What follows belongs to an exercise in optimizing a design on an open flow for small area, a short achievable clock period and few clock cycles; a production flow would make more cautious choices. RTL that was checked went through simulation tests only; none was proved equivalent to the original. Only the layout flow was run in run 1; the RTL was not checked for function there. Power figures rest on the tool's default switching activity, not on a simulated workload.

`flow/constraint.sdc`:
```
create_clock -name core_clock -period 8.0 [get_ports {clk}]
set_input_delay 1.6000 -clock core_clock [delete_from_list [all_inputs] [get_ports {clk}]]
set_output_delay 1.6000 -clock core_clock [all_outputs]
set_load 0.01 [all_outputs]
```
`flow/config.mk`:
```
export PLATFORM = sky130hd
export DESIGN_NAME = cobs_crc_frame_receiver_core
export DESIGN_NICKNAME = cobs_crc_frame_receiver_core
export VERILOG_FILES = /design/flow/design.v
export SDC_FILE = /design/flow/constraint.sdc
export NUM_CORES = 4
export LEC_CHECK = 0
export CAP_MARGIN = 20
export CORE_MARGIN = 2
export CORE_UTILIZATION = 40
export CTS_BUF_LIST = sky130_fd_sc_hd__clkbuf_8
export CTS_CLUSTER_DIAMETER = 50
export CTS_CLUSTER_SIZE = 15
export SETUP_SLACK_MARGIN = 5
export SLEW_MARGIN = 20
```
`flow/run.sh`:
```
#!/bin/bash
# synth_recipe.tcl (not shown) runs the flow's synth.tcl, then flattens the netlist and writes it again
# the make line also repeats each setting of config.mk as NAME=value (left out here)
make -C /OpenROAD-flow-scripts/flow DESIGN_CONFIG=/design/flow/config.mk WORK_HOME=/design/flow/orfs CLKGATE_MAP_FILE= SYNTH_SCRIPT=/design/flow/synth_recipe.tcl finish
```
`flow/design.v`:
```
package ccfr_pkg;
  localparam logic [15:0] CRC_INIT = 16'hFFFF;
  localparam logic [15:0] CRC_POLY = 16'hA2EB;
  function automatic logic [5:0] kind_len_m1(input logic [2:0] kind);
    logic [5:0] r;
    case (kind)
      3'd0: r = 6'd60;
      3'd1: r = 6'd24;
      3'd2: r = 6'd28;
      3'd3: r = 6'd48;
      3'd4: r = 6'd63;
      3'd5: r = 6'd57;
      3'd6: r = 6'd57;
      default: r = 6'd39;
    endcase
    kind_len_m1 = r;
  endfunction
  function automatic logic [15:0] crc_byte(input logic [15:0] crc, input logic [7:0] b);
    logic [15:0] c;
    c = crc ^ {b, 8'h00};
    for (int k = 0; k < 8; k++) begin
      if (c[15]) c = {c[14:0], 1'b0} ^ CRC_POLY;
      else c = {c[14:0], 1'b0};
    end
    crc_byte = c;
  endfunction
  localparam logic [6:0] RSP1_DONE = 7'd18;
  localparam logic [6:0] RSP2_DONE = 7'd27;
  localparam logic [6:0] RSP3_DONE = 7'd55;
  localparam logic [6:0] RSP4_DONE = 7'd77;
  function automatic logic [8:0] rsp_exp(input logic [6:0] s);
    logic [8:0] r;
    r = 9'h000;
    r = r | ({9{s == 7'd1}} & {1'b1, 8'h6F});
    r = r | ({9{s == 7'd2}} & {1'b1, 8'h6D});
    r = r | ({9{s == 7'd3}} & {1'b1, 8'h6D});
    r = r | ({9{s == 7'd4}} & {1'b1, 8'h61});
    r = r | ({9{s == 7'd5}} & {1'b1, 8'h6E});
    r = r | ({9{s == 7'd6}} & {1'b1, 8'h64});
    r = r | ({9{s == 7'd7}} & {1'b1, 8'h20});
    r = r | ({9{s == 7'd9}} & {1'b1, 8'h75});
    r = r | ({9{s == 7'd10}} & {1'b1, 8'h63});
    r = r | ({9{s == 7'd11}} & {1'b1, 8'h63});
    r = r | ({9{s == 7'd12}} & {1'b1, 8'h65});
    r = r | ({9{s == 7'd13}} & {1'b1, 8'h65});
    r = r | ({9{s == 7'd14}} & {1'b1, 8'h64});
    r = r | ({9{s == 7'd15}} & {1'b1, 8'h2E});
    r = r | ({9{s == 7'd16}} & {1'b1, 8'h0D});
    r = r | ({9{s == 7'd17}} & {1'b1, 8'h0A});
    r = r | ({9{s == 7'd19}} & {1'b1, 8'h61});
    r = r | ({9{s == 7'd20}} & {1'b1, 8'h69});
    r = r | ({9{s == 7'd21}} & {1'b1, 8'h6C});
    r = r | ({9{s == 7'd22}} & {1'b1, 8'h65});
    r = r | ({9{s == 7'd23}} & {1'b1, 8'h64});
    r = r | ({9{s == 7'd24}} & {1'b1, 8'h2E});
    r = r | ({9{s == 7'd25}} & {1'b1, 8'h0D});
    r = r | ({9{s == 7'd26}} & {1'b1, 8'h0A});
    r = r | ({9{s == 7'd28}} & {1'b1, 8'h68});
    r = r | ({9{s == 7'd29}} & {1'b1, 8'h69});
    r = r | ({9{s == 7'd30}} & {1'b1, 8'h73});
    r = r | ({9{s == 7'd31}} & {1'b1, 8'h20});
    r = r | ({9{s == 7'd32}} & {1'b1, 8'h63});
    r = r | ({9{s == 7'd33}} & {1'b1, 8'h6F});
    r = r | ({9{s == 7'd34}} & {1'b1, 8'h6D});
    r = r | ({9{s == 7'd35}} & {1'b1, 8'h6D});
    r = r | ({9{s == 7'd36}} & {1'b1, 8'h61});
    r = r | ({9{s == 7'd37}} & {1'b1, 8'h6E});
    r = r | ({9{s == 7'd38}} & {1'b1, 8'h64});
    r = r | ({9{s == 7'd39}} & {1'b1, 8'h20});
    r = r | ({9{s == 7'd40}} & {1'b1, 8'h69});
    r = r | ({9{s == 7'd41}} & {1'b1, 8'h73});
    r = r | ({9{s == 7'd42}} & {1'b1, 8'h20});
    r = r | ({9{s == 7'd44}} & {1'b1, 8'h72});
    r = r | ({9{s == 7'd45}} & {1'b1, 8'h72});
    r = r | ({9{s == 7'd46}} & {1'b1, 8'h6F});
    r = r | ({9{s == 7'd47}} & {1'b1, 8'h6E});
    r = r | ({9{s == 7'd48}} & {1'b1, 8'h65});
    r = r | ({9{s == 7'd49}} & {1'b1, 8'h6F});
    r = r | ({9{s == 7'd50}} & {1'b1, 8'h75});
    r = r | ({9{s == 7'd51}} & {1'b1, 8'h73});
    r = r | ({9{s == 7'd52}} & {1'b1, 8'h2E});
    r = r | ({9{s == 7'd53}} & {1'b1, 8'h0D});
    r = r | ({9{s == 7'd54}} & {1'b1, 8'h0A});
    r = r | ({9{s == 7'd56}} & {1'b1, 8'h6F});
    r = r | ({9{s == 7'd57}} & {1'b1, 8'h74});
    r = r | ({9{s == 7'd58}} & {1'b1, 8'h20});
    r = r | ({9{s == 7'd59}} & {1'b1, 8'h69});
    r = r | ({9{s == 7'd60}} & {1'b1, 8'h6D});
    r = r | ({9{s == 7'd61}} & {1'b1, 8'h70});
    r = r | ({9{s == 7'd62}} & {1'b1, 8'h6C});
    r = r | ({9{s == 7'd63}} & {1'b1, 8'h65});
    r = r | ({9{s == 7'd64}} & {1'b1, 8'h6D});
    r = r | ({9{s == 7'd65}} & {1'b1, 8'h65});
    r = r | ({9{s == 7'd66}} & {1'b1, 8'h6E});
    r = r | ({9{s == 7'd67}} & {1'b1, 8'h74});
    r = r | ({9{s == 7'd68}} & {1'b1, 8'h65});
    r = r | ({9{s == 7'd69}} & {1'b1, 8'h64});
    r = r | ({9{s == 7'd70}} & {1'b1, 8'h20});
    r = r | ({9{s == 7'd71}} & {1'b1, 8'h79});
    r = r | ({9{s == 7'd72}} & {1'b1, 8'h65});
    r = r | ({9{s == 7'd73}} & {1'b1, 8'h74});
    r = r | ({9{s == 7'd74}} & {1'b1, 8'h2E});
    r = r | ({9{s == 7'd75}} & {1'b1, 8'h0D});
    r = r | ({9{s == 7'd76}} & {1'b1, 8'h0A});
    rsp_exp = r;
  endfunction
  function automatic logic [6:0] rsp_next(input logic [6:0] s, input logic [7:0] b);
    logic [6:0] r;
    logic [8:0] e;
    e = rsp_exp(s);
    r = (b == 8'h43) ? 7'd1 : (b == 8'h54) ? 7'd28 : 7'd0;
    if (s == 7'd8) begin
      if (b == 8'h73) r = 7'd9;
      else if (b == 8'h66) r = 7'd19;
    end else if (s == 7'd43) begin
      if (b == 8'h65) r = 7'd44;
      else if (b == 8'h6E) r = 7'd56;
    end else if (e[8] && (b == e[7:0])) begin
      r = s + 7'd1;
    end
    rsp_next = r;
  endfunction
endpackage
module ccfr_crc (
  input  logic        clk,
  input  logic        init,
  input  logic        step,
  input  logic [7:0]  data,
  output logic [15:0] crc
);
  always_ff @(posedge clk) begin
    if (init) begin
      crc <= ccfr_pkg::CRC_INIT;
    end else if (step) begin
      crc <= ccfr_pkg::crc_byte(crc, data);
    end
  end
endmodule
module ccfr_ram #(
  parameter int WIDTH = 8,
  parameter int DEPTH = 66
) (
  input  logic             clk,
  input  logic             we,
  input  logic [WIDTH-1:0] wdata,
  output logic [WIDTH-1:0] rdata
);
  logic [WIDTH-1:0] ring [DEPTH];
  always_ff @(posedge clk) begin
    ring[0] <= we ? wdata : ring[DEPTH-1];
    for (int i = 1; i < DEPTH; i++) begin
      ring[i] <= ring[i-1];
    end
  end
  assign rdata = ring[DEPTH-2];
endmodule
module ccfr_ctrl (
  input  logic       clk,
  input  logic       rst,
  input  logic       in_v,
  input  logic       wr_ok,        
  input  logic       q_full,       
  output logic       hold,         
  input  logic       in_r,
  input  logic [7:0] in_b,
  input  logic       in_z,         
  output logic       wr_en,        
  output logic       wr_start,     
  output logic [7:0] wr_data,
  output logic       commit,       
  output logic       drop,         
  output logic       doom,         
  output logic       push,         
  output logic [6:0] desc
);
  logic        sync;
  logic [7:0]  ecnt;     
  logic [7:0]  rem;      
  logic        rem_z;    
  logic        ecnt_nz;  
  logic        lrem_nz;  
  logic        dst;      
  logic [2:0]  kind;
  logic [5:0]  lrem;     
  logic        over;     
  logic        cok;      
  logic [6:0]  rsp;      
  logic [15:0] crc;
  logic v, wr_need, push_need;
  logic is_zero, ev_resync, ev_delim, ev_data, ev_ovf, ev_store, ev_close;
  logic is_code, d_emit, frame_rst, crc_feed;
  logic [7:0] d;
  logic [3:0] st;
  logic [2:0] st_kind;
  assign is_zero   = in_z;
  assign wr_need   = !in_r && !is_zero && sync && !ecnt[7] &&
                     (!is_code || ecnt_nz) && (!dst || lrem_nz);
  assign push_need = !in_r && sync && (is_zero ? ecnt_nz : ecnt[7]);
  assign hold      = in_v && ((wr_need && !wr_ok) || (push_need && q_full));
  assign v         = in_v && !hold;
  assign ev_resync = v && in_r;
  assign ev_delim  = v && !in_r && is_zero;
  assign ev_data   = v && !in_r && !is_zero && sync;
  assign ev_ovf    = ev_data && ecnt[7];
  assign ev_store  = ev_data && !ecnt[7];
  assign ev_close  = ev_delim && sync && ecnt_nz;
  assign frame_rst = ev_resync || ev_delim || ev_ovf;
  assign is_code   = rem_z;
  assign d_emit    = ev_store && (!is_code || ecnt_nz);
  assign d         = is_code ? 8'd0 : in_b;
  assign crc_feed  = d_emit && (!dst || (lrem > 6'd2));
  assign wr_en     = d_emit && (!dst || lrem_nz);
  assign wr_data   = d;
  assign wr_start  = !dst;
  assign doom      = d_emit && dst && !lrem_nz;
  always_comb begin
    st_kind = 3'd0;
    if (!is_code)                                   st = 4'd5;
    else if (rsp == ccfr_pkg::RSP1_DONE)            st = 4'd1;
    else if (rsp == ccfr_pkg::RSP2_DONE)            st = 4'd2;
    else if (rsp == ccfr_pkg::RSP3_DONE)            st = 4'd3;
    else if (rsp == ccfr_pkg::RSP4_DONE)            st = 4'd4;
    else if (!dst)                                  st = 4'd6;
    else begin
      st_kind = kind;
      if (over || lrem_nz)                          st = 4'd6;
      else if (!cok)                                st = 4'd7;
      else                                          st = 4'd0;
    end
  end
  assign push   = ev_close || ev_ovf;
  assign desc   = ev_ovf ? {3'd0, 4'd8} : {st_kind, st};
  assign commit = ev_close && (st == 4'd0);
  assign drop   = ev_resync || ev_ovf || (ev_close && (st != 4'd0));
  ccfr_crc u_crc (
    .clk  (clk),
    .init (rst || frame_rst),
    .step (crc_feed),
    .data (d),
    .crc  (crc)
  );
  always_ff @(posedge clk) begin
    if (rst) begin
      sync <= 1'b0;
    end else if (ev_resync || ev_ovf) begin
      sync <= 1'b0;
    end else if (ev_delim) begin
      sync <= 1'b1;
    end
  end
  always_ff @(posedge clk) begin
    if (rst || frame_rst) begin
      ecnt    <= 8'd0;
      ecnt_nz <= 1'b0;
      rem     <= 8'd0;
      rem_z   <= 1'b1;
      dst  <= 1'b0;
      over <= 1'b0;
      rsp  <= '0;
    end else if (ev_store) begin
      ecnt    <= ecnt + 8'd1;
      ecnt_nz <= 1'b1;
      if (is_code) begin
        rem   <= in_b - 8'd1;
        rem_z <= (in_b == 8'd1);
      end else begin
        rem   <= rem - 8'd1;
        rem_z <= (rem == 8'd1);
      end
      if (d_emit) begin
        rsp <= is_code ? 7'd0 : ccfr_pkg::rsp_next(rsp, in_b);
        if (!dst) begin
          dst  <= 1'b1;
          kind <= d[2:0];
          lrem    <= ccfr_pkg::kind_len_m1(d[2:0]);
          lrem_nz <= 1'b1;
        end else if (!lrem_nz) begin
          over <= 1'b1;
        end else begin
          lrem    <= lrem - 6'd1;
          lrem_nz <= (lrem != 6'd1);
        end
        if (dst && (lrem == 6'd2)) cok <= (d == crc[7:0]);
        if (dst && (lrem == 6'd1)) cok <= cok && (d == crc[15:8]);
      end
    end
  end
endmodule
module cobs_crc_frame_receiver_core (
  input  logic       clk,
  input  logic       rst,
  input  logic       s_axis_tvalid,
  output logic       s_axis_tready,
  input  logic [7:0] s_axis_tdata,   
  input  logic [0:0] s_axis_tuser,   
  output logic       m_axis_tvalid,
  input  logic       m_axis_tready,
  output logic [7:0] m_axis_tdata,   
  output logic [7:0] m_axis_tuser,   
  output logic       m_axis_tlast
);
  logic       rdy_q;
  logic       acc;
  logic       in_v;
  logic       in_r;
  logic [7:0] in_b;
  logic       in_z;
  logic [7:0] in_b_n;
  logic       sk_v;
  logic       sk_r;
  logic [7:0] sk_b;
  logic       hold;
  logic       proc;
  logic       in_v_n;
  logic       sk_v_n;
  assign s_axis_tready = rdy_q;
  assign acc  = s_axis_tvalid && rdy_q;
  assign proc = in_v && !hold;
  always_comb begin
    in_v_n = in_v;
    sk_v_n = sk_v;
    if (proc || !in_v) begin
      in_v_n = sk_v || acc;
      sk_v_n = sk_v && acc;
    end else if (acc) begin
      sk_v_n = 1'b1;
    end
  end
  assign in_b_n = sk_v ? sk_b : s_axis_tdata;
  always_ff @(posedge clk) begin
    if (rst) begin
      in_v  <= 1'b0;
      sk_v  <= 1'b0;
      rdy_q <= 1'b1;
    end else begin
      in_v  <= in_v_n;
      sk_v  <= sk_v_n;
      rdy_q <= !(in_v_n && sk_v_n);
    end
    if (proc || !in_v) begin
      in_b   <= in_b_n;
      in_z   <= (in_b_n == 8'd0);
      in_r   <= sk_v ? sk_r : s_axis_tuser[0];
    end
    if (!sk_v || proc) begin
      sk_b <= s_axis_tdata;
      sk_r <= s_axis_tuser[0];
    end
  end
  logic       wr_ok;
  logic       wr_en;
  logic       wr_start;
  logic [7:0] wr_data;
  logic       commit;
  logic       drop;
  logic       doom;
  logic       push;
  logic [6:0] desc;
  logic       q_full;
  ccfr_ctrl u_ctrl (
    .clk       (clk),
    .rst       (rst),
    .in_v      (in_v),
    .wr_ok     (wr_ok),
    .q_full    (q_full),
    .hold      (hold),
    .in_r      (in_r),
    .in_b      (in_b),
    .in_z      (in_z),
    .wr_en     (wr_en),
    .wr_start  (wr_start),
    .wr_data   (wr_data),
    .commit    (commit),
    .drop      (drop),
    .doom      (doom),
    .push      (push),
    .desc      (desc)
  );
  localparam int N = 66;
  logic [6:0] ph;        
  logic [6:0] ph_n;      
  logic [6:0] head;      
  logic [6:0] fs;        
  logic       fw;        
  logic [7:0] rd_data;
  function automatic logic [6:0] inc(input logic [6:0] a);
    inc = (a == 7'(N - 1)) ? 7'd0 : a + 7'd1;
  endfunction
  ccfr_ram #(.WIDTH(8), .DEPTH(N)) u_ram (
    .clk   (clk),
    .we    (wr_en),
    .wdata (wr_data),
    .rdata (rd_data)
  );
  logic [10:0] dq0, dq1;
  logic [10:0] qin;
  logic        qgood;
  assign qgood = (desc[3:0] == 4'd0);
  assign qin   = {qgood, desc[6:4], qgood ? fs : {3'd0, desc[3:0]}};
  logic [1:0]  dcnt;
  logic        pop;
  always_ff @(posedge clk) begin
    if (rst) begin
      dcnt <= 2'd0;
    end else begin
      dcnt <= dcnt + {1'b0, push} - {1'b0, pop};
    end
    if (pop) begin
      dq0 <= (push && dcnt == 2'd1) ? qin : dq1;
    end else if (push && dcnt == 2'd0) begin
      dq0 <= qin;
    end
    if (push && (dcnt == (pop ? 2'd2 : 2'd1))) dq1 <= qin;
  end
  assign q_full = dcnt[1];
  logic       adv;
  logic       oact;      
  logic [6:0] rs;        
  logic [5:0] orem;      
  logic       g0, g1;
  logic       start_frame;
  logic       emit;
  assign g0          = (dcnt != 2'd0) && dq0[10];
  assign g1          = dcnt[1] && dq1[10];
  assign adv         = !m_axis_tvalid || m_axis_tready;
  assign start_frame = adv && !oact && g0 && (dq0[6:0] == ph_n);
  assign emit        = adv && oact && (rs == ph_n);
  assign pop         = adv && !oact && (dcnt != 2'd0) && (!g0 || (dq0[6:0] == ph_n));
  always_ff @(posedge clk) begin
    if (rst) begin
      m_axis_tvalid <= 1'b0;
      oact          <= 1'b0;
    end else if (adv) begin
      m_axis_tvalid <= pop || emit;
      if (start_frame) oact <= 1'b1;
      else if (emit && orem == 6'd1) oact <= 1'b0;
    end
  end
  always_ff @(posedge clk) begin
    if (emit) begin
      m_axis_tdata <= rd_data;
      m_axis_tlast <= (orem == 6'd1);
      orem         <= orem - 6'd1;
      rs           <= inc(ph_n);
    end else if (start_frame) begin
      m_axis_tdata <= rd_data;
      m_axis_tuser <= {1'b1, dq0[9:7], 4'd0};
      m_axis_tlast <= 1'b0;
      orem         <= ccfr_pkg::kind_len_m1(dq0[9:7]);
      rs           <= inc(ph_n);
    end else if (pop) begin
      m_axis_tdata <= 8'd0;
      m_axis_tuser <= {1'b0, dq0[9:7], dq0[3:0]};
      m_axis_tlast <= 1'b1;
    end
  end
  logic live;
  logic full;
  logic sync_w;
  assign live   = oact || g0 || g1 || fw;
  assign full   = (oact && (rs == ph)) || (g0 && (dq0[6:0] == ph)) || (g1 && (dq1[6:0] == ph));
  assign sync_w = (ph == head) && !full;
  assign wr_ok  = sync_w || (wr_start && !live);
  always_ff @(posedge clk) begin
    if (rst) begin
      ph   <= '0;
      ph_n <= 7'd1;
      head <= '0;
      fw   <= 1'b0;
    end else begin
      ph   <= ph_n;
      ph_n <= inc(ph_n);
      if (drop || commit || doom) fw <= 1'b0;
      else if (wr_en)     fw <= 1'b1;
      if (wr_en || ((!fw || drop || commit || doom) && (sync_w || !live))) head <= ph_n;
    end
    if (wr_en && wr_start) fs <= ph;
  end
endmodule
```
==> results.sh, run 1 <==
export IMPL_m1WireLength_mm=17.6
export IMPL_period_needed_ns=3.24
export IMPL_dp_hpwl_mm=21.9
export IMPL_cp_cell_sequence="inv_6, ha_4, mux2_4, a32o_2, nand2b_4, or3_4, xor2_1, or4_4, a2111oi_4, buf_6, buf_6, mux2i_1, o221ai_1, nand2_1"
export IMPL_fin_setup_tns_ns=0
export IMPL_vias=11200
export IMPL_worst_endpoint_required_ns=8.61
export IMPL_async_flop_share_pct=0
export IMPL_drt_wl_total_mm=36.4
export IMPL_routed_wl_met3_mm=1.85
export IMPL_avgRoutedWirePerCell_um=15.5
export IMPL_coreArea_um2=50200
export IMPL_critPathMostFrequentCell="buf_6"
export IMPL_clk_latency_ns=0.68
export IMPL_clock_path_buffers=3
export IMPL_num_rows=82
export IMPL_synth_cell_area_um2=20300
export IMPL_layout_common_cells="589 x dfxtp_1, 97 x nor2_1, 89 x edfxtp_1, 76 x xnor2_1, 64 x clkbuf_8"
export IMPL_end_kind="flop"
export IMPL_clk_pin_slew_worst_paths_ns=0.09
export IMPL_hold_slack_ns=0.311
export IMPL_ir_drop_mv=0.164
export IMPL_relSlewSlack_pct=42.0
export IMPL_crit_path_max_incr_delay_ns=0.43
export IMPL_ys_seq_elements=690
export IMPL_cts_tree="built"
export IMPL_powerDensity_nw_per_um2=238
export IMPL_max_freq_mhz=309
export IMPL_nets=1682
export IMPL_dieArea_um2=52600
export IMPL_firstDrtPassIters=5
export IMPL_antenna_found_initial=2
export IMPL_drtIter0Drc=616
export IMPL_drcViolationCount=0
export IMPL_crit_path_top_delay_cell="or4_4"
export IMPL_finClkSkew_ns=0.0274
export IMPL_yosysSeqAreaShare_pct=72.4
export IMPL_initial_utilization_pct=40.5
export IMPL_insertedDiodeCount=0
export IMPL_drv_cap=0
export IMPL_syn_inst=1558
export IMPL_path_class="reg -> reg"
export IMPL_grt_use_total_pct=13.8
export IMPL_grt_setup_unrepaired="true"
export IMPL_layout_commonest_cell="dfxtp_1"
export IMPL_status="timing/DRC/antenna clean"
export IMPL_path_max_fanout=6
export IMPL_dominantRegCellSynth="dfxtp_1"
export IMPL_tightest_slew_ns=0.868
export IMPL_setup_violations=0
export IMPL_drive_gt1_share_pct=16.5
export IMPL_routabilityCongestion=0.865
export IMPL_cts_buffers=61
export IMPL_cts_htree_levels=2
export IMPL_viasPerCell=4.78
export IMPL_cts_root_buffer="clkbuf_8"
export IMPL_synth_distinct_cells=75
export IMPL_drv_slew=0
export IMPL_final_util_pct=46.6
export IMPL_period_share_pct=40.5
export IMPL_die_width_um=229
export IMPL_synth_warnings=5
export IMPL_crit_path_start_kind="flop"
export IMPL_gr_total_overflow=0
export IMPL_syn_nets=1593
export IMPL_ant_nets=0
export IMPL_wl_met2_mm=16.0
export IMPL_maxUsedRoutingLayer="met5"
export IMPL_clock_sinks=690
export IMPL_area_growth_pct=15.1
export IMPL_synth_edf_count=89
export IMPL_arrival_ns=3.85
export IMPL_hold_violations=0
export IMPL_grt_pass1_vias=11000
export IMPL_grt_pass1_wl_mm=58.4
export IMPL_grt_max_degree=35
export IMPL_portBuffers=31
export IMPL_die_y_um=229
export IMPL_leakage_nw=8.86
export IMPL_syn_avg_cell_area_um2=13.0
export IMPL_ioPinCount=32
export IMPL_hp_class="reg -> reg"
[critical path, delay by kind of cell, from the launching register on]
family,cells,cell delay (ns)
xor+xnor,1,0.15
mux,2,0.43
fa+ha+maj,1,0.17
flops,1,0.40
buf+inv,3,0.32
simple gates,4,0.98
compound gates,3,0.72
[cell type report]
class / count / area (um2)
multi-input combinational: 767 / 5620
inverter: 28 / 110
clock inverter: 29 / 300
fill: 4465 / 26800
tap: 672 / 841
sequential: 690 / 14700
timing repair buffer: 99 / 917
clock buffer: 62 / 853
[final timing paths]
path	startpoint	endpoint	slack [ns]	cells past startpoint
worst max-delay path	u_ctrl.rsp[0]	u_ctrl.rsp[3]	4.76	14
worst min-delay path	u_ram.ring[23][0]	u_ram.ring[24][0]	0.31	0
worst max register to register	u_ctrl.rsp[0]	u_ctrl.rsp[3]	4.76	14
worst min register to register	u_ram.ring[23][0]	u_ram.ring[24][0]	0.31	0
[routing by layer]
| metal | GRT usage, % | vias up |
|---|---|---|
| met2 | 20.7 | 261 |
| met1 | 19.3 | 5391 |
| met5 | 0 | - |
| met4 | 4.93 | 2 |
| li1 | - | 5488 |
| met3 | 3.37 | 82 |
[cells in the mapped netlist (17+ instances only)]
cell        n  area [um2]
nor2_1    105         394
inv_1      28         105
nor3_1     27         135
xor2_1     43         377
nand3_1    28         140
edfxtp_1   89        2670
ha_1       22         275
dfxtp_1   601       12000
nor2b_1    25         156
nor4_1     17         106
nand2_1    60         225
nand4_1    18         113
and2_1     19         119
o21ai_0    42         210
clkbuf_1   51         191
a21oi_1    43         215
xnor2_1    84         736
mux2i_1    20         200
o211ai_1   17         128
mux2_2     29         327
[where the power goes]
| part | internal (W) | leakage, nW | total [W] | switching, W |
|---|---|---|---|---|
| clock network | 0.000796 | 0.621 | 0.00195 | 0.00115 |
| logic | 0.0000405 | 2.64 | 0.0000855 | 0.0000450 |
| registers | 0.00350 | 5.60 | 0.00352 | 0.0000151 |
| total | 0.00434 | 8.86 | 0.00555 | 0.00121 |
[metrics by stage]
| step | instances | total power (W) | worst slack [ns] | area, um2 |
|---|---|---|---|---|
| floorplan | 1558 | 0.00365 | 4.68 | 20400 |
| global placement | 2201 | 0.00367 | 3.98 | 21300 |
| detailed placement | 2201 | 0.00368 | 3.89 | 21300 |
| CTS | 2327 | 0.00564 | 4.76 | 23100 |
| global route | 2347 | 0.00578 | 4.59 | 23400 |
| finish | 2347 | 0.00555 | 4.76 | 23400 |
[sequential cells by signal, indices dropped and copies added (netlist names), 8 cells and up]
name / flops
dq0: 11
dq1: 11
in_b: 8
m_axis_tdata: 8
m_axis_tuser: 8
sk_b: 8
u_ctrl.ecnt: 8
u_ctrl.rem: 8
u_ctrl.u_crc.crc: 16
u_ram.ring: 528
[what timing repair did]
| item | CTS | global route |
|---|---|---|
| setup endpoints to repair | 148 | 86 |
| buffers inserted | 32 | 20 |
| resized for setup | 113 | 37 |
| pin swaps | 12 | 19 |
| hold buffers | 0 | 0 |
| cloned | 3 | 0 |
[kinds of logic after synthesis]
family                   after synthesis  synth area share (%)
adder cells (fa/ha/maj)               23                  1.40
buffers and inverters                101                  2.03
AND/OR/NAND/NOR                      374                  9.62
AO/OA/AOI/OAI                        194                  6.49
flip-flops                           690                  72.4
multiplexers                          49                  2.59
XOR/XNOR                             127                  5.48
==> inputs of run 2 (changes only) <==
--- a/flow/design.v
+++ b/flow/design.v
@@ -24,98 +24,124 @@
     end
     crc_byte = c;
   endfunction
+  function automatic logic [4:0] rsp_cls(input logic [7:0] b);
+    logic [4:0] r;
+    r = 5'd0;
+    r = r | ({5{b == 8'h0A}} & 5'd1);
+    r = r | ({5{b == 8'h0D}} & 5'd2);
+    r = r | ({5{b == 8'h20}} & 5'd3);
+    r = r | ({5{b == 8'h2E}} & 5'd4);
+    r = r | ({5{b == 8'h43}} & 5'd5);
+    r = r | ({5{b == 8'h54}} & 5'd6);
+    r = r | ({5{b == 8'h61}} & 5'd7);
+    r = r | ({5{b == 8'h63}} & 5'd8);
+    r = r | ({5{b == 8'h64}} & 5'd9);
+    r = r | ({5{b == 8'h65}} & 5'd10);
+    r = r | ({5{b == 8'h66}} & 5'd11);
+    r = r | ({5{b == 8'h68}} & 5'd12);
+    r = r | ({5{b == 8'h69}} & 5'd13);
+    r = r | ({5{b == 8'h6C}} & 5'd14);
+    r = r | ({5{b == 8'h6D}} & 5'd15);
+    r = r | ({5{b == 8'h6E}} & 5'd16);
+    r = r | ({5{b == 8'h6F}} & 5'd17);
+    r = r | ({5{b == 8'h70}} & 5'd18);
+    r = r | ({5{b == 8'h72}} & 5'd19);
+    r = r | ({5{b == 8'h73}} & 5'd20);
+    r = r | ({5{b == 8'h74}} & 5'd21);
+    r = r | ({5{b == 8'h75}} & 5'd22);
+    r = r | ({5{b == 8'h79}} & 5'd23);
+    rsp_cls = r;
+  endfunction
   localparam logic [6:0] RSP1_DONE = 7'd18;
   localparam logic [6:0] RSP2_DONE = 7'd27;
   localparam logic [6:0] RSP3_DONE = 7'd55;
   localparam logic [6:0] RSP4_DONE = 7'd77;
-  function automatic logic [8:0] rsp_exp(input logic [6:0] s);
-    logic [8:0] r;
-    r = 9'h000;
-    r = r | ({9{s == 7'd1}} & {1'b1, 8'h6F});
-    r = r | ({9{s == 7'd2}} & {1'b1, 8'h6D});
-    r = r | ({9{s == 7'd3}} & {1'b1, 8'h6D});
-    r = r | ({9{s == 7'd4}} & {1'b1, 8'h61});
-    r = r | ({9{s == 7'd5}} & {1'b1, 8'h6E});
-    r = r | ({9{s == 7'd6}} & {1'b1, 8'h64});
-    r = r | ({9{s == 7'd7}} & {1'b1, 8'h20});
-    r = r | ({9{s == 7'd9}} & {1'b1, 8'h75});
-    r = r | ({9{s == 7'd10}} & {1'b1, 8'h63});
-    r = r | ({9{s == 7'd11}} & {1'b1, 8'h63});
-    r = r | ({9{s == 7'd12}} & {1'b1, 8'h65});
-    r = r | ({9{s == 7'd13}} & {1'b1, 8'h65});
-    r = r | ({9{s == 7'd14}} & {1'b1, 8'h64});
-    r = r | ({9{s == 7'd15}} & {1'b1, 8'h2E});
-    r = r | ({9{s == 7'd16}} & {1'b1, 8'h0D});
-    r = r | ({9{s == 7'd17}} & {1'b1, 8'h0A});
-    r = r | ({9{s == 7'd19}} & {1'b1, 8'h61});
-    r = r | ({9{s == 7'd20}} & {1'b1, 8'h69});
-    r = r | ({9{s == 7'd21}} & {1'b1, 8'h6C});
-    r = r | ({9{s == 7'd22}} & {1'b1, 8'h65});
-    r = r | ({9{s == 7'd23}} & {1'b1, 8'h64});
-    r = r | ({9{s == 7'd24}} & {1'b1, 8'h2E});
-    r = r | ({9{s == 7'd25}} & {1'b1, 8'h0D});
-    r = r | ({9{s == 7'd26}} & {1'b1, 8'h0A});
-    r = r | ({9{s == 7'd28}} & {1'b1, 8'h68});
-    r = r | ({9{s == 7'd29}} & {1'b1, 8'h69});
-    r = r | ({9{s == 7'd30}} & {1'b1, 8'h73});
-    r = r | ({9{s == 7'd31}} & {1'b1, 8'h20});
-    r = r | ({9{s == 7'd32}} & {1'b1, 8'h63});
-    r = r | ({9{s == 7'd33}} & {1'b1, 8'h6F});
-    r = r | ({9{s == 7'd34}} & {1'b1, 8'h6D});
-    r = r | ({9{s == 7'd35}} & {1'b1, 8'h6D});
-    r = r | ({9{s == 7'd36}} & {1'b1, 8'h61});
-    r = r | ({9{s == 7'd37}} & {1'b1, 8'h6E});
-    r = r | ({9{s == 7'd38}} & {1'b1, 8'h64});
-    r = r | ({9{s == 7'd39}} & {1'b1, 8'h20});
-    r = r | ({9{s == 7'd40}} & {1'b1, 8'h69});
-    r = r | ({9{s == 7'd41}} & {1'b1, 8'h73});
-    r = r | ({9{s == 7'd42}} & {1'b1, 8'h20});
-    r = r | ({9{s == 7'd44}} & {1'b1, 8'h72});
-    r = r | ({9{s == 7'd45}} & {1'b1, 8'h72});
-    r = r | ({9{s == 7'd46}} & {1'b1, 8'h6F});
-    r = r | ({9{s == 7'd47}} & {1'b1, 8'h6E});
-    r = r | ({9{s == 7'd48}} & {1'b1, 8'h65});
-    r = r | ({9{s == 7'd49}} & {1'b1, 8'h6F});
-    r = r | ({9{s == 7'd50}} & {1'b1, 8'h75});
-    r = r | ({9{s == 7'd51}} & {1'b1, 8'h73});
-    r = r | ({9{s == 7'd52}} & {1'b1, 8'h2E});
-    r = r | ({9{s == 7'd53}} & {1'b1, 8'h0D});
-    r = r | ({9{s == 7'd54}} & {1'b1, 8'h0A});
-    r = r | ({9{s == 7'd56}} & {1'b1, 8'h6F});
-    r = r | ({9{s == 7'd57}} & {1'b1, 8'h74});
-    r = r | ({9{s == 7'd58}} & {1'b1, 8'h20});
-    r = r | ({9{s == 7'd59}} & {1'b1, 8'h69});
-    r = r | ({9{s == 7'd60}} & {1'b1, 8'h6D});
-    r = r | ({9{s == 7'd61}} & {1'b1, 8'h70});
-    r = r | ({9{s == 7'd62}} & {1'b1, 8'h6C});
-    r = r | ({9{s == 7'd63}} & {1'b1, 8'h65});
-    r = r | ({9{s == 7'd64}} & {1'b1, 8'h6D});
-    r = r | ({9{s == 7'd65}} & {1'b1, 8'h65});
-    r = r | ({9{s == 7'd66}} & {1'b1, 8'h6E});
-    r = r | ({9{s == 7'd67}} & {1'b1, 8'h74});
-    r = r | ({9{s == 7'd68}} & {1'b1, 8'h65});
-    r = r | ({9{s == 7'd69}} & {1'b1, 8'h64});
-    r = r | ({9{s == 7'd70}} & {1'b1, 8'h20});
-    r = r | ({9{s == 7'd71}} & {1'b1, 8'h79});
-    r = r | ({9{s == 7'd72}} & {1'b1, 8'h65});
-    r = r | ({9{s == 7'd73}} & {1'b1, 8'h74});
-    r = r | ({9{s == 7'd74}} & {1'b1, 8'h2E});
-    r = r | ({9{s == 7'd75}} & {1'b1, 8'h0D});
-    r = r | ({9{s == 7'd76}} & {1'b1, 8'h0A});
+  function automatic logic [4:0] rsp_exp(input logic [6:0] s);
+    logic [4:0] r;
+    r = 5'd0;
+    r = r | ({5{s == 7'd1}} & 5'd17);
+    r = r | ({5{s == 7'd2}} & 5'd15);
+    r = r | ({5{s == 7'd3}} & 5'd15);
+    r = r | ({5{s == 7'd4}} & 5'd7);
+    r = r | ({5{s == 7'd5}} & 5'd16);
+    r = r | ({5{s == 7'd6}} & 5'd9);
+    r = r | ({5{s == 7'd7}} & 5'd3);
+    r = r | ({5{s == 7'd9}} & 5'd22);
+    r = r | ({5{s == 7'd10}} & 5'd8);
+    r = r | ({5{s == 7'd11}} & 5'd8);
+    r = r | ({5{s == 7'd12}} & 5'd10);
+    r = r | ({5{s == 7'd13}} & 5'd10);
+    r = r | ({5{s == 7'd14}} & 5'd9);
+    r = r | ({5{s == 7'd15}} & 5'd4);
+    r = r | ({5{s == 7'd16}} & 5'd2);
+    r = r | ({5{s == 7'd17}} & 5'd1);
+    r = r | ({5{s == 7'd19}} & 5'd7);
+    r = r | ({5{s == 7'd20}} & 5'd13);
+    r = r | ({5{s == 7'd21}} & 5'd14);
+    r = r | ({5{s == 7'd22}} & 5'd10);
+    r = r | ({5{s == 7'd23}} & 5'd9);
+    r = r | ({5{s == 7'd24}} & 5'd4);
+    r = r | ({5{s == 7'd25}} & 5'd2);
+    r = r | ({5{s == 7'd26}} & 5'd1);
+    r = r | ({5{s == 7'd28}} & 5'd12);
+    r = r | ({5{s == 7'd29}} & 5'd13);
+    r = r | ({5{s == 7'd30}} & 5'd20);
+    r = r | ({5{s == 7'd31}} & 5'd3);
+    r = r | ({5{s == 7'd32}} & 5'd8);
+    r = r | ({5{s == 7'd33}} & 5'd17);
+    r = r | ({5{s == 7'd34}} & 5'd15);
+    r = r | ({5{s == 7'd35}} & 5'd15);
+    r = r | ({5{s == 7'd36}} & 5'd7);
+    r = r | ({5{s == 7'd37}} & 5'd16);
+    r = r | ({5{s == 7'd38}} & 5'd9);
+    r = r | ({5{s == 7'd39}} & 5'd3);
+    r = r | ({5{s == 7'd40}} & 5'd13);
+    r = r | ({5{s == 7'd41}} & 5'd20);
+    r = r | ({5{s == 7'd42}} & 5'd3);
+    r = r | ({5{s == 7'd44}} & 5'd19);
+    r = r | ({5{s == 7'd45}} & 5'd19);
+    r = r | ({5{s == 7'd46}} & 5'd17);
+    r = r | ({5{s == 7'd47}} & 5'd16);
+    r = r | ({5{s == 7'd48}} & 5'd10);
+    r = r | ({5{s == 7'd49}} & 5'd17);
+    r = r | ({5{s == 7'd50}} & 5'd22);
+    r = r | ({5{s == 7'd51}} & 5'd20);
+    r = r | ({5{s == 7'd52}} & 5'd4);
+    r = r | ({5{s == 7'd53}} & 5'd2);
+    r = r | ({5{s == 7'd54}} & 5'd1);
+    r = r | ({5{s == 7'd56}} & 5'd17);
+    r = r | ({5{s == 7'd57}} & 5'd21);
+    r = r | ({5{s == 7'd58}} & 5'd3);
+    r = r | ({5{s == 7'd59}} & 5'd13);
+    r = r | ({5{s == 7'd60}} & 5'd15);
+    r = r | ({5{s == 7'd61}} & 5'd18);
+    r = r | ({5{s == 7'd62}} & 5'd14);
+    r = r | ({5{s == 7'd63}} & 5'd10);
+    r = r | ({5{s == 7'd64}} & 5'd15);
+    r = r | ({5{s == 7'd65}} & 5'd10);
+    r = r | ({5{s == 7'd66}} & 5'd16);
+    r = r | ({5{s == 7'd67}} & 5'd21);
+    r = r | ({5{s == 7'd68}} & 5'd10);
+    r = r | ({5{s == 7'd69}} & 5'd9);
+    r = r | ({5{s == 7'd70}} & 5'd3);
+    r = r | ({5{s == 7'd71}} & 5'd23);
+    r = r | ({5{s == 7'd72}} & 5'd10);
+    r = r | ({5{s == 7'd73}} & 5'd21);
+    r = r | ({5{s == 7'd74}} & 5'd4);
+    r = r | ({5{s == 7'd75}} & 5'd2);
+    r = r | ({5{s == 7'd76}} & 5'd1);
     rsp_exp = r;
   endfunction
-  function automatic logic [6:0] rsp_next(input logic [6:0] s, input logic [7:0] b);
+  function automatic logic [6:0] rsp_next(input logic [6:0] s, input logic [4:0] c);
     logic [6:0] r;
-    logic [8:0] e;
-    e = rsp_exp(s);
-    r = (b == 8'h43) ? 7'd1 : (b == 8'h54) ? 7'd28 : 7'd0;
+    r = (c == 5'd5) ? 7'd1 : (c == 5'd6) ? 7'd28 : 7'd0;
     if (s == 7'd8) begin
-      if (b == 8'h73) r = 7'd9;
-      else if (b == 8'h66) r = 7'd19;
+      if (c == 5'd20) r = 7'd9;
+      else if (c == 5'd11) r = 7'd19;
     end else if (s == 7'd43) begin
-      if (b == 8'h65) r = 7'd44;
-      else if (b == 8'h6E) r = 7'd56;
-    end else if (e[8] && (b == e[7:0])) begin
+      if (c == 5'd10) r = 7'd44;
+      else if (c == 5'd16) r = 7'd56;
+    end else if ((c != 5'd0) && (c == rsp_exp(s))) begin
       r = s + 7'd1;
     end
     rsp_next = r;
@@ -164,6 +190,7 @@
   input  logic       in_r,
   input  logic [7:0] in_b,
   input  logic       in_z,         
+  input  logic [4:0] in_cls,       
   output logic       wr_en,        
   output logic       wr_start,     
   output logic [7:0] wr_data,
@@ -268,7 +295,7 @@
         rem_z <= (rem == 8'd1);
       end
       if (d_emit) begin
-        rsp <= is_code ? 7'd0 : ccfr_pkg::rsp_next(rsp, in_b);
+        rsp <= is_code ? 7'd0 : ccfr_pkg::rsp_next(rsp, in_cls);
         if (!dst) begin
           dst  <= 1'b1;
           kind <= d[2:0];
@@ -305,6 +332,7 @@
   logic       in_r;
   logic [7:0] in_b;
   logic       in_z;
+  logic [4:0] in_cls;
   logic [7:0] in_b_n;
   logic       sk_v;
   logic       sk_r;
@@ -340,6 +368,7 @@
     if (proc || !in_v) begin
       in_b   <= in_b_n;
       in_z   <= (in_b_n == 8'd0);
+      in_cls <= ccfr_pkg::rsp_cls(in_b_n);
       in_r   <= sk_v ? sk_r : s_axis_tuser[0];
     end
     if (!sk_v || proc) begin
@@ -367,6 +396,7 @@
     .in_r      (in_r),
     .in_b      (in_b),
     .in_z      (in_z),
+    .in_cls    (in_cls),
     .wr_en     (wr_en),
     .wr_start  (wr_start),
     .wr_data   (wr_data),
--- a/flow/config.mk
+++ b/flow/config.mk
@@ -7,9 +7,10 @@
 export LEC_CHECK = 0
 export CAP_MARGIN = 20
 export CORE_MARGIN = 2
-export CORE_UTILIZATION = 40
+export CORE_UTILIZATION = 55
 export CTS_BUF_LIST = sky130_fd_sc_hd__clkbuf_8
 export CTS_CLUSTER_DIAMETER = 50
 export CTS_CLUSTER_SIZE = 15
+export PLACE_DENSITY = 0.7
 export SETUP_SLACK_MARGIN = 5
 export SLEW_MARGIN = 20
==> results.sh, run 2 <==
export IMPL_status="timing/DRC/antenna clean"
export IMPL_clk_latency_ns=0.68
export IMPL_arrival_ns=3.40
export IMPL_drv_cap=0
export IMPL_fin_setup_tns_ns=0
export IMPL_grt_max_degree=36
export IMPL_grtUsageMet3_pct=4.02
export IMPL_grt_setup_unrepaired="true"
export IMPL_worst_r2r_endpoint="dq1[1]"
export IMPL_grt_util_met1_pct=28.7
export IMPL_synth_edf_count=94
export IMPL_layout_commonest_cell="dfxtp_1"
export IMPL_crit_family="compound AO/OA/AOI/OAI gates"
export IMPL_ir_drop_mv=0.175
export IMPL_clock_sinks=695
export IMPL_die_width_um=199
export IMPL_synth_cell_area_um2=20900
export IMPL_top_register="u_ram.ring"
export IMPL_synth_warnings=5
export IMPL_area_growth_pct=12.9
export IMPL_worstRegToRegCells=12
export IMPL_ys_top_cells_by_area="dfxtp_1 58%, edfxtp_1 13%, xnor2_1 2.8%, xor2_1 2.4%, nor2_1 1.8%"
export IMPL_die_y_um=199
export IMPL_gr_total_overflow=0
export IMPL_drive_gt1_share_pct=14.6
export IMPL_placed_cell_area_um2=21700
export IMPL_clock_path_buffers=3
export IMPL_max_freq_mhz=332
export IMPL_cp_cell_sequence="dlygate4sd2_1, nor2b_4, a211o_4, or2_4, inv_2, ha_4, inv_4, o31ai_4, a211oi_4, buf_4, buf_12"
export IMPL_synth_distinct_cells=89
export IMPL_synth_most_common_cell="dfxtp_1"
export IMPL_reg2reg_from="dq0[4]"
export IMPL_syn_inst=1626
export IMPL_crit_cells=11
export IMPL_viasPerCell=5.25
export IMPL_synth_common_cells="601 x dfxtp_1, 101 x nor2_1, 94 x edfxtp_1"
export IMPL_relSlewSlack_pct=38.7
export IMPL_yosysSeqAreaShare_pct=71.0
export IMPL_drtIter0Drc=877
export IMPL_vias=11800
export IMPL_hp_class="reg -> reg"
export IMPL_cts_buffers=59
export IMPL_design_area_um2=23600
export IMPL_routabilityCongestion=0.854
export IMPL_ys_seq_elements=695
export IMPL_num_rows=71
export IMPL_layout_common_cells="585 x dfxtp_1, 95 x nor2_1, 94 x edfxtp_1, 83 x nand2_1, 65 x xnor2_1"
export IMPL_path_buf_inv=5
export IMPL_path_max_fanout=5
export IMPL_nets=1735
export IMPL_yosys_area_top_type_share_pct=57.5
export IMPL_insertedDiodeCount=0
export IMPL_setup_violations=0
export IMPL_ioPinCount=32
export IMPL_grt_busiest_layer="met1"
export IMPL_cts_root_buffer="clkbuf_8"
export IMPL_dp_hpwl_mm=23.6
export IMPL_crit_path_start_kind="input pin"
export IMPL_ff2ff_setup_slack_ns=5.06
export IMPL_cts_tree="built"
export IMPL_grt_pass1_wl_mm=60.3
export IMPL_grt_pass1_vias=11300
export IMPL_coreArea_um2=37600
export IMPL_powerDensity_nw_per_um2=238
export IMPL_drt_wl_total_mm=37.6
export IMPL_portBuffers=31
export IMPL_dominantRegCellSynth="dfxtp_1"
export IMPL_crit_end="dq1[1]"
export IMPL_worst_endpoint_required_ns=8.40
export IMPL_ant_nets=0
export IMPL_period_share_pct=37.6
export IMPL_clk_pin_slew_worst_paths_ns=0.10
export IMPL_crit_path_max_incr_delay_ns=0.32
export IMPL_drv_slew=0
export IMPL_largestRegisters="u_ram.ring x528, u_ctrl.u_crc.crc x16"
export IMPL_period_needed_ns=3.01
export IMPL_path_class="in -> reg"
export IMPL_yosysTopAreaCell="dfxtp_1"
export IMPL_antenna_found_initial=0
export IMPL_leakage_nw=9.02
export IMPL_hold_violations=0
export IMPL_async_flop_share_pct=0
export IMPL_firstDrtPassIters=6
export IMPL_syn_avg_cell_area_um2=12.9
export IMPL_crit_path_top_delay_cell="a211o_4"
export IMPL_largest_reg_flops=528
export IMPL_initial_utilization_pct=55.7
export IMPL_end_kind="flop"
export IMPL_tightest_slew_ns=0.918
export IMPL_dieArea_um2=39600
export IMPL_cts_htree_levels=2
export IMPL_grt_use_total_pct=19.3
export IMPL_startpoint="m_axis_tready"
export IMPL_use_met2_pct=27.6
export IMPL_drcViolationCount=0
export IMPL_syn_nets=1658
export IMPL_finClkSkew_ns=0.0298
export IMPL_avgRoutedWirePerCell_um=16.8
## run 2: changes by cell type after synthesis, moves of 11 or more
cell	change
nand2_1	+25
buf_2	+17
xnor2_1	-17
mux2_2	-15
xor2_1	+15
clkbuf_1	-12
o21ai_0	-12
mux2_1	+11
nor3_1	+11
## run 2: what timing repair did
action,4_1_cts,5_1_grt
buffers inserted,12,29
pin swaps,6,17
gates cloned,1,1
gates resized for setup,76,61
setup endpoints to repair,143,97
hold buffers,0,0
## run 2: layer usage
layer	up-vias	wire, um
met4	0	968
met3	69	1950
met2	272	16100
met5	-	0
met1	5685	18500
li1	5728	-
## run 2: final cells by class
cell class / count / area, um2
sequential: 695 / 14900
multi-input combinational: 823 / 6040
fill: 2872 / 14000
timing repair buffer: 88 / 798
inverter: 36 / 139
clock buffer: 60 / 826
clock inverter: 27 / 297
tap: 511 / 639
## run 2: logic make-up after synthesis
| family | synth area share [%] |
|---|---|
| buffers and inverters | 2.20 |
| and+or+nand+nor | 10.8 |
| xor gates and xnor gates | 5.96 |
| DFF | 71.0 |
| AOI/OAI and AO/OA | 6.53 |
| muxes | 2.30 |
| adders and majority gates | 1.18 |
## run 2: worst min path at each step
stage / from / endpoint / depth (start not counted)
2_1_floorplan: u_ram.ring[9][0] / u_ram.ring[10][0] / 0
3_3_place_gp: u_ram.ring[58][6] / u_ram.ring[59][6] / 0
3_5_place_dp: u_ram.ring[22][5] / u_ram.ring[23][5] / 0
4_1_cts: u_ram.ring[2][3] / u_ram.ring[3][3] / 0
5_1_grt: u_ram.ring[28][5] / u_ram.ring[29][5] / 0
6_report: u_ram.ring[63][4] / u_ram.ring[64][4] / 0
## run 2: power breakdown
group	leakage, nW	switching, W	internal [W]
combinational	2.71	0.0000520	0.0000431
sequential	5.70	0.0000218	0.00354
clock	0.608	0.00111	0.000848
total	9.02	0.00118	0.00443
## run 2: stage by stage
stage / power [W] / hold WS [ns] / std cells / setup slack, ns / utilization, %
after CTS: 0.00567 / 0.325 / 2210 / 4.97 / 61.6
final: 0.00561 / 0.310 / 2240 / 4.99 / 62.9
after global routing: 0.00581 / 0.325 / 2240 / 4.92 / 62.9
after detailed placement: 0.00372 / 0.312 / 2110 / 3.86 / 57.8
after floorplan: 0.00369 / 0.310 / 1626 / 4.60 / -
after global placement: 0.00372 / 0.311 / 2110 / 3.90 / 57.8
Testbench counts of run 2, summed over its fixed seeds: cycles 15,433.
==> inputs of run 3 (changes only) <==
--- a/flow/config.mk
+++ b/flow/config.mk
@@ -7,10 +7,9 @@
 export LEC_CHECK = 0
 export CAP_MARGIN = 20
 export CORE_MARGIN = 2
-export CORE_UTILIZATION = 55
+export CORE_UTILIZATION = 40
 export CTS_BUF_LIST = sky130_fd_sc_hd__clkbuf_8
 export CTS_CLUSTER_DIAMETER = 50
 export CTS_CLUSTER_SIZE = 15
-export PLACE_DENSITY = 0.7
 export SETUP_SLACK_MARGIN = 5
 export SLEW_MARGIN = 20
==> results.sh, run 3 <==
export IMPL_initial_utilization_pct=40.6
export IMPL_grt_pass1_wl_mm=60.0
export IMPL_tightest_slew_ns=0.925
export IMPL_avgRoutedWirePerCell_um=15.5
export IMPL_coreArea_um2=51500
export IMPL_hp_class="reg -> reg"
export IMPL_die_width_um=233
export IMPL_cts_tree="built"
export IMPL_holdCritStartpoint="u_ram.ring[2][5]"
export IMPL_clk_latency_ns=0.67
export IMPL_path_class="in -> reg"
export IMPL_firstDrtPassIters=5
export IMPL_worstRegToRegCells=11
export IMPL_yosysSeqAreaShare_pct=71.0
export IMPL_ys_seq_elements=695
export IMPL_period_share_pct=38.1
export IMPL_whs_path_depth=0
export IMPL_syn_avg_cell_area_um2=12.9
export IMPL_reg2reg_from="u_ctrl.rsp[0]"
export IMPL_hold_violations=0
export IMPL_dieArea_um2=54100
export IMPL_top_register="u_ram.ring"
export IMPL_viasPerCell=4.85
export IMPL_synth_edf_count=94
export IMPL_arrival_ns=3.44
export IMPL_dominantRegCellSynth="dfxtp_1"
export IMPL_clk_pin_slew_worst_paths_ns=0.09
export IMPL_powerDensity_nw_per_um2=230
export IMPL_synth_cell_area_um2=20900
export IMPL_layout_commonest_cell="dfxtp_1"
export IMPL_p_total_w=0.00544
export IMPL_drt_wl_total_mm=37.0
export IMPL_cts_buffers=57
export IMPL_crit_family="compound AO/OA/AOI/OAI gates"
export IMPL_syn_inst=1626
export IMPL_end_kind="flop"
export IMPL_drive_gt1_share_pct=14.2
export IMPL_async_flop_share_pct=0
export IMPL_status="timing/DRC/antenna clean"
export IMPL_synth_distinct_cells=89
export IMPL_grt_setup_unrepaired="true"
export IMPL_synth_most_common_cell="dfxtp_1"
export IMPL_largest_reg_flops=528
export IMPL_grt_max_degree=36
export IMPL_yosys_area_top_type_share_pct=57.5
export IMPL_crit_path_top_delay_cell="a211oi_4"
export IMPL_period_needed_ns=3.05
export IMPL_fillCellCount=4637
export IMPL_cts_root_buffer="clkbuf_8"
export IMPL_ant_nets=0
export IMPL_dp_hpwl_mm=23.4
export IMPL_portBuffers=31
export IMPL_setup_violations=0
export IMPL_nets=1726
export IMPL_cp_cell_sequence="dlygate4sd2_1, nor2b_4, a211o_4, or2_4, inv_2, ha_4, inv_4, o31ai_4, a211oi_4, clkbuf_16"
export IMPL_drv_cap=0
export IMPL_startpoint="m_axis_tready"
export IMPL_num_rows=83
export IMPL_yosysTopAreaCell="dfxtp_1"
export IMPL_insertedDiodeCount=0
export IMPL_path_max_fanout=5
export IMPL_fin_setup_tns_ns=0
export IMPL_ir_drop_mv=0.143
export IMPL_crit_cells=10
export IMPL_final_util_pct=45.8
export IMPL_gr_total_overflow=0
export IMPL_syn_nets=1658
export IMPL_crit_path_start_kind="input pin"
export IMPL_cts_htree_levels=2
export IMPL_design_area_um2=23600
export IMPL_drcViolationCount=0
export IMPL_worst_endpoint_required_ns=8.39
export IMPL_layout_common_cells="586 x dfxtp_1, 94 x nor2_1, 94 x edfxtp_1, 83 x nand2_1, 64 x xnor2_1"
export IMPL_max_freq_mhz=328
export IMPL_finClkSkew_ns=0.0259
export IMPL_area_growth_pct=12.9
export IMPL_clock_sinks=695
export IMPL_drtIter0Drc=970
export IMPL_synth_common_cells="601 x dfxtp_1, 101 x nor2_1, 94 x edfxtp_1"
export IMPL_routabilityCongestion=0.828
export IMPL_synth_warnings=5
export IMPL_crit_path_max_incr_delay_ns=0.35
export IMPL_path_buf_inv=4
export IMPL_ys_top_cells_by_area="dfxtp_1 58%, edfxtp_1 13%, xnor2_1 2.8%, xor2_1 2.4%, nor2_1 1.8%"
export IMPL_drv_slew=0
export IMPL_setup_ws_ns=4.95
export IMPL_die_y_um=233
export IMPL_antenna_found_initial=1
export IMPL_placed_cell_area_um2=21900
export IMPL_leakage_nw=8.86
export IMPL_vias=11600
export IMPL_clock_path_buffers=3
export IMPL_cts_hold_fix_buffers=0
export IMPL_grt_use_total_pct=13.9
export IMPL_ioPinCount=32
export IMPL_grt_pass1_vias=11200
export IMPL_relSlewSlack_pct=38.3
export IMPL_largestRegisters="u_ram.ring x528, u_ctrl.u_crc.crc x16"
export IMPL_place_ws_ns=3.83
-- run 3: final cells by class --
| cell class | instances | area (um2) | share of cell area (%) |
|---|---|---|---|
| Sequential cell | 695 | 14900 | 63.0 |
| Inverter | 36 | 143 | 0.604 |
| Clock inverter | 23 | 194 | 0.821 |
| Multi-Input combinational cell | 823 | 6010 | 25.5 |
| Clock buffer | 57 | 785 | 3.32 |
| Tap cell | 680 | 851 | 3.60 |
| Timing Repair Buffer | 81 | 747 | 3.16 |
-- run 3: path summary, 6_finish.rpt --
| kind | end | slack (ns) |
|---|---|---|
| worst max-delay path | dq1[4] | 4.95 |
| worst min-delay path | u_ram.ring[3][5] | 0.31 |
| worst max register to register | u_ctrl.rsp[0] | 4.97 |
| worst min register to register | u_ram.ring[3][5] | 0.31 |
-- run 3: metal layers --
metal	share of wire [%]	GRT usage, %
met4	2.5	4.56
met1	50	19.9
met2	43	20.5
met3	5.3	3.32
met5	0	0
-- run 3: per-stage QoR --
step                hold WS, ns  cells
floorplan                 0.310   1626
global placement          0.310   2277
detailed placement        0.312   2277
CTS                       0.325   2368
global route              0.331   2395
finish                    0.312   2395
-- run 3: power by group --
part / switching (W) / leakage (nW) / internal [W]
Sequential: 0.0000211 / 5.70 / 0.00353
Combinational: 0.0000514 / 2.63 / 0.0000434
Clock: 0.00108 / 0.533 / 0.000712
-- run 3: kinds of logic (layout without fill, tap and decap cells) --
| family | count (synthesis) | count (layout) | synth area share [%] |
|---|---|---|---|
| multiplexers | 45 | 45 | 2.30 |
| flip-flops | 695 | 695 | 71.0 |
| AND/OR/NAND/NOR | 429 | 429 | 10.8 |
| adder cells (fa/ha/maj) | 20 | 20 | 1.18 |
| buffers and inverters | 108 | 197 | 2.20 |
| XOR/XNOR | 132 | 132 | 5.96 |
| AO/OA/AOI/OAI | 197 | 197 | 6.53 |
-- run 3: what timing repair did --
action / in CTS / in global routing
pin swaps: 5 / 19
endpoints found under the setup margin: 174 / 96
buffers inserted: 10 / 27
gates cloned: 1 / 0
resized for setup: 89 / 55
==> inputs of run 4 (changes only) <==
--- a/flow/config.mk
+++ b/flow/config.mk
@@ -9,7 +9,7 @@
 export CORE_MARGIN = 2
 export CORE_UTILIZATION = 40
 export CTS_BUF_LIST = sky130_fd_sc_hd__clkbuf_8
-export CTS_CLUSTER_DIAMETER = 50
-export CTS_CLUSTER_SIZE = 15
+export CTS_CLUSTER_DIAMETER = 55
+export CTS_CLUSTER_SIZE = 18
 export SETUP_SLACK_MARGIN = 5
 export SLEW_MARGIN = 20
==> results.sh, run 4 <==
export IMPL_status="timing/DRC/antenna clean"
export IMPL_drv_cap=0
export IMPL_synth_warnings=5
export IMPL_worst_endpoint_required_ns=8.39
export IMPL_initial_utilization_pct=40.6
export IMPL_cp_cell_sequence="dlygate4sd2_1, nor2b_4, a211o_4, or2_4, inv_2, ha_4, inv_4, o31ai_4, a211oi_4, buf_12"
export IMPL_grt_use_total_pct=13.7
export IMPL_cts_root_buffer="clkbuf_8"
export IMPL_clock_path_buffers=3
export IMPL_top_register="u_ram.ring"
export IMPL_firstDrtPassIters=7
export IMPL_whs_path_depth=0
export IMPL_drcViolationCount=0
export IMPL_setup_ws_ns=4.95
export IMPL_synth_edf_count=94
export IMPL_drv_slew=0
export IMPL_arrival_ns=3.44
export IMPL_ff2ff_setup_slack_ns=4.99
export IMPL_period_share_pct=38.1
export IMPL_seq_area_um2=14900
export IMPL_crit_path_max_incr_delay_ns=0.40
export IMPL_reg2reg_from="u_ctrl.rsp[0]"
export IMPL_clock_sinks=695
export IMPL_worstRegToRegCells=11
export IMPL_viasPerCell=4.85
export IMPL_hold_violations=0
export IMPL_cts_hold_fix_buffers=0
export IMPL_powerDensity_nw_per_um2=230
export IMPL_vias=11600
export IMPL_insertedDiodeCount=0
export IMPL_die_y_um=233
export IMPL_coreArea_um2=51500
export IMPL_cts_tree="built"
export IMPL_worst_r2r_endpoint="u_ctrl.rsp[0]"
export IMPL_syn_nets=1658
export IMPL_dieArea_um2=54100
export IMPL_largest_reg_flops=528
export IMPL_grt_setup_unrepaired="true"
export IMPL_grt_pass1_vias=11100
export IMPL_clk_latency_ns=0.67
export IMPL_layout_commonest_cell="dfxtp_1"
export IMPL_synth_most_common_cell="dfxtp_1"
export IMPL_synth_common_cells="601 x dfxtp_1, 101 x nor2_1, 94 x edfxtp_1"
export IMPL_portBuffers=31
export IMPL_yosys_area_top_type_share_pct=57.5
export IMPL_setup_violations=0
export IMPL_layout_common_cells="587 x dfxtp_1, 95 x nor2_1, 94 x edfxtp_1, 83 x nand2_1, 65 x xnor2_1"
export IMPL_ys_seq_elements=695
export IMPL_crit_path_top_delay_cell="a211oi_4"
export IMPL_leakage_nw=8.79
export IMPL_fillCellCount=4671
export IMPL_ioPinCount=32
export IMPL_path_class="in -> reg"
export IMPL_synth_distinct_cells=89
export IMPL_syn_avg_cell_area_um2=12.9
export IMPL_yosysSeqAreaShare_pct=71.0
export IMPL_end_kind="flop"
export IMPL_holdCritStartpoint="u_ram.ring[13][0]"
export IMPL_ir_drop_mv=0.140
export IMPL_dominantRegCellSynth="dfxtp_1"
export IMPL_drtIter0Drc=1011
export IMPL_synth_cell_area_um2=20900
export IMPL_period_needed_ns=3.05
export IMPL_finClkSkew_ns=0.0528
export IMPL_max_freq_mhz=328
export IMPL_num_rows=83
export IMPL_area_growth_pct=12.3
export IMPL_largestRegisters="u_ram.ring x528, u_ctrl.u_crc.crc x16"
export IMPL_routabilityCongestion=0.828
export IMPL_dp_hpwl_mm=23.4
export IMPL_grt_max_degree=36
export IMPL_ant_nets=0
export IMPL_cts_htree_levels=2
export IMPL_drt_wl_total_mm=37.0
export IMPL_relSlewSlack_pct=40.5
export IMPL_nets=1717
export IMPL_cts_buffers=50
export IMPL_drive_gt1_share_pct=13.4
export IMPL_multi_input_area_um2=5990
export IMPL_grt_pass1_wl_mm=59.7
export IMPL_hp_class="reg -> reg"
export IMPL_ys_top_cells_by_area="dfxtp_1 58%, edfxtp_1 13%, xnor2_1 2.8%, xor2_1 2.4%, nor2_1 1.8%"
export IMPL_gr_total_overflow=0
export IMPL_yosysTopAreaCell="dfxtp_1"
export IMPL_die_width_um=233
export IMPL_place_ws_ns=3.83
export IMPL_antenna_found_initial=1
export IMPL_clk_pin_slew_worst_paths_ns=0.11
export IMPL_tightest_slew_ns=0.891
export IMPL_async_flop_share_pct=0
export IMPL_fin_setup_tns_ns=0
export IMPL_avgRoutedWirePerCell_um=15.5
export IMPL_min_to="u_ram.ring[14][0]"
export IMPL_crit_path_start_kind="input pin"
export IMPL_syn_inst=1626
export IMPL_path_max_fanout=6
run 4: worst max path at each step:
| stage | start | endpoint | cells past startpoint |
|---|---|---|---|
| 2_1_floorplan | m_axis_tready | dq1[0] | 8 |
| 3_3_place_gp | m_axis_tready | dq1[8] | 9 |
| 3_5_place_dp | m_axis_tready | dq1[8] | 9 |
| 4_1_cts | m_axis_tdata[3] | m_axis_tdata[3] | 1 |
| 5_1_grt | dq0[0] | dq1[10] | 11 |
| 6_report | m_axis_tready | dq1[10] | 10 |
run 4: critical path, delay by kind of cell:
family / cells / cell delay [ns]
AO/OA/AOI/OAI: 3 / 0.78
buffers and inverters: 4 / 0.53
AND/OR/NAND/NOR: 2 / 0.32
adder cells (fa/ha/maj): 1 / 0.20
run 4: through the flow:
step	power [W]	cell area [um2]	std cells	utilization [%]	hold WS, ns
6_report	0.00539	23500	2386	45.6	0.303
5_1_grt	0.00562	23500	2386	45.6	0.327
4_1_cts	0.00546	23100	2361	44.9	0.302
3_5_place_dp	0.00372	21900	2277	42.6	0.312
3_3_place_gp	0.00372	21900	2277	42.6	0.310
2_1_floorplan	0.00369	21000	1626	-	0.310
run 4: timing repair:
action	4_1_cts	5_1_grt
setup buffers	10	24
gates resized for setup	93	36
pin swaps	5	15
setup endpoints to repair	170	78
gates cloned	1	1
run 4: layer usage:
| layer | track usage (%) | vias to the layer above | wire, um |
|---|---|---|---|
| li1 | - | 5708 | - |
| met1 | 20.0 | 5527 | 18700 |
| met2 | 20.2 | 270 | 15700 |
| met3 | 2.73 | 60 | 1720 |
| met4 | 5.00 | 0 | 921 |
| met5 | 0 | - | 0 |
run 4: final cells by class:
cell class	count	share of cell area (%)
Sequential cell	695	63.4
Multi-Input combinational cell	824	25.5
Tap cell	680	3.62
Clock buffer	55	3.22
Timing Repair Buffer	78	2.99
Clock inverter	18	0.687
Inverter	36	0.591
run 4: power breakdown:
group | switching, W | internal (W)
Clock | 0.00108 | 0.000662
Sequential | 0.0000210 | 0.00354
Combinational | 0.0000518 | 0.0000435
Total | 0.00115 | 0.00424
run 4: cell families after synthesis:
logic type | share of synthesized area, %
DFF | 71.0
xor gates and xnor gates | 5.96
muxes | 2.30
AOI/OAI and AO/OA | 6.53
buffers and inverters | 2.20
adders and majority gates | 1.18
and+or+nand+nor | 10.8

==> static timing again, ports no longer ideal <==
No port has a modelled driver above. Below, the same layouts with a new extraction and two added sets of constraints.
Step 1: set_driving_cell puts a clkbuf_16 on clk and a buf_2 on each other input, an assumption about the parent block.
Step 2, shift: input delay + t, output delay - t, t = (earliest + latest rising clock arrival at the registers) / 2. This alone moves slack from input paths to output paths.
Three values: no drivers, after step 1, after step 2; two values: the first two.
run | t (ns) | slack for setup (ns) | worst hold slack (ns)
run 1 | 0.720 | 4.761 / 4.761 / 4.216 | 0.311 / 0.311 / 0.311
run 2 | 0.716 | 4.991 / 4.978 / 4.281 | 0.310 / 0.310 / 0.310
run 3 | 0.710 | 4.954 / 4.971 / 4.276 | 0.312 / 0.312 / 0.312
run 4 | 0.696 | 4.952 / 4.985 / 4.289 | 0.303 / 0.303 / 0.303
After both steps setup and hold are still met in every run listed. For run 2, which loses most, drivers alone change the setup slack by -0.013 ns; drivers and shift together by -0.710 ns.
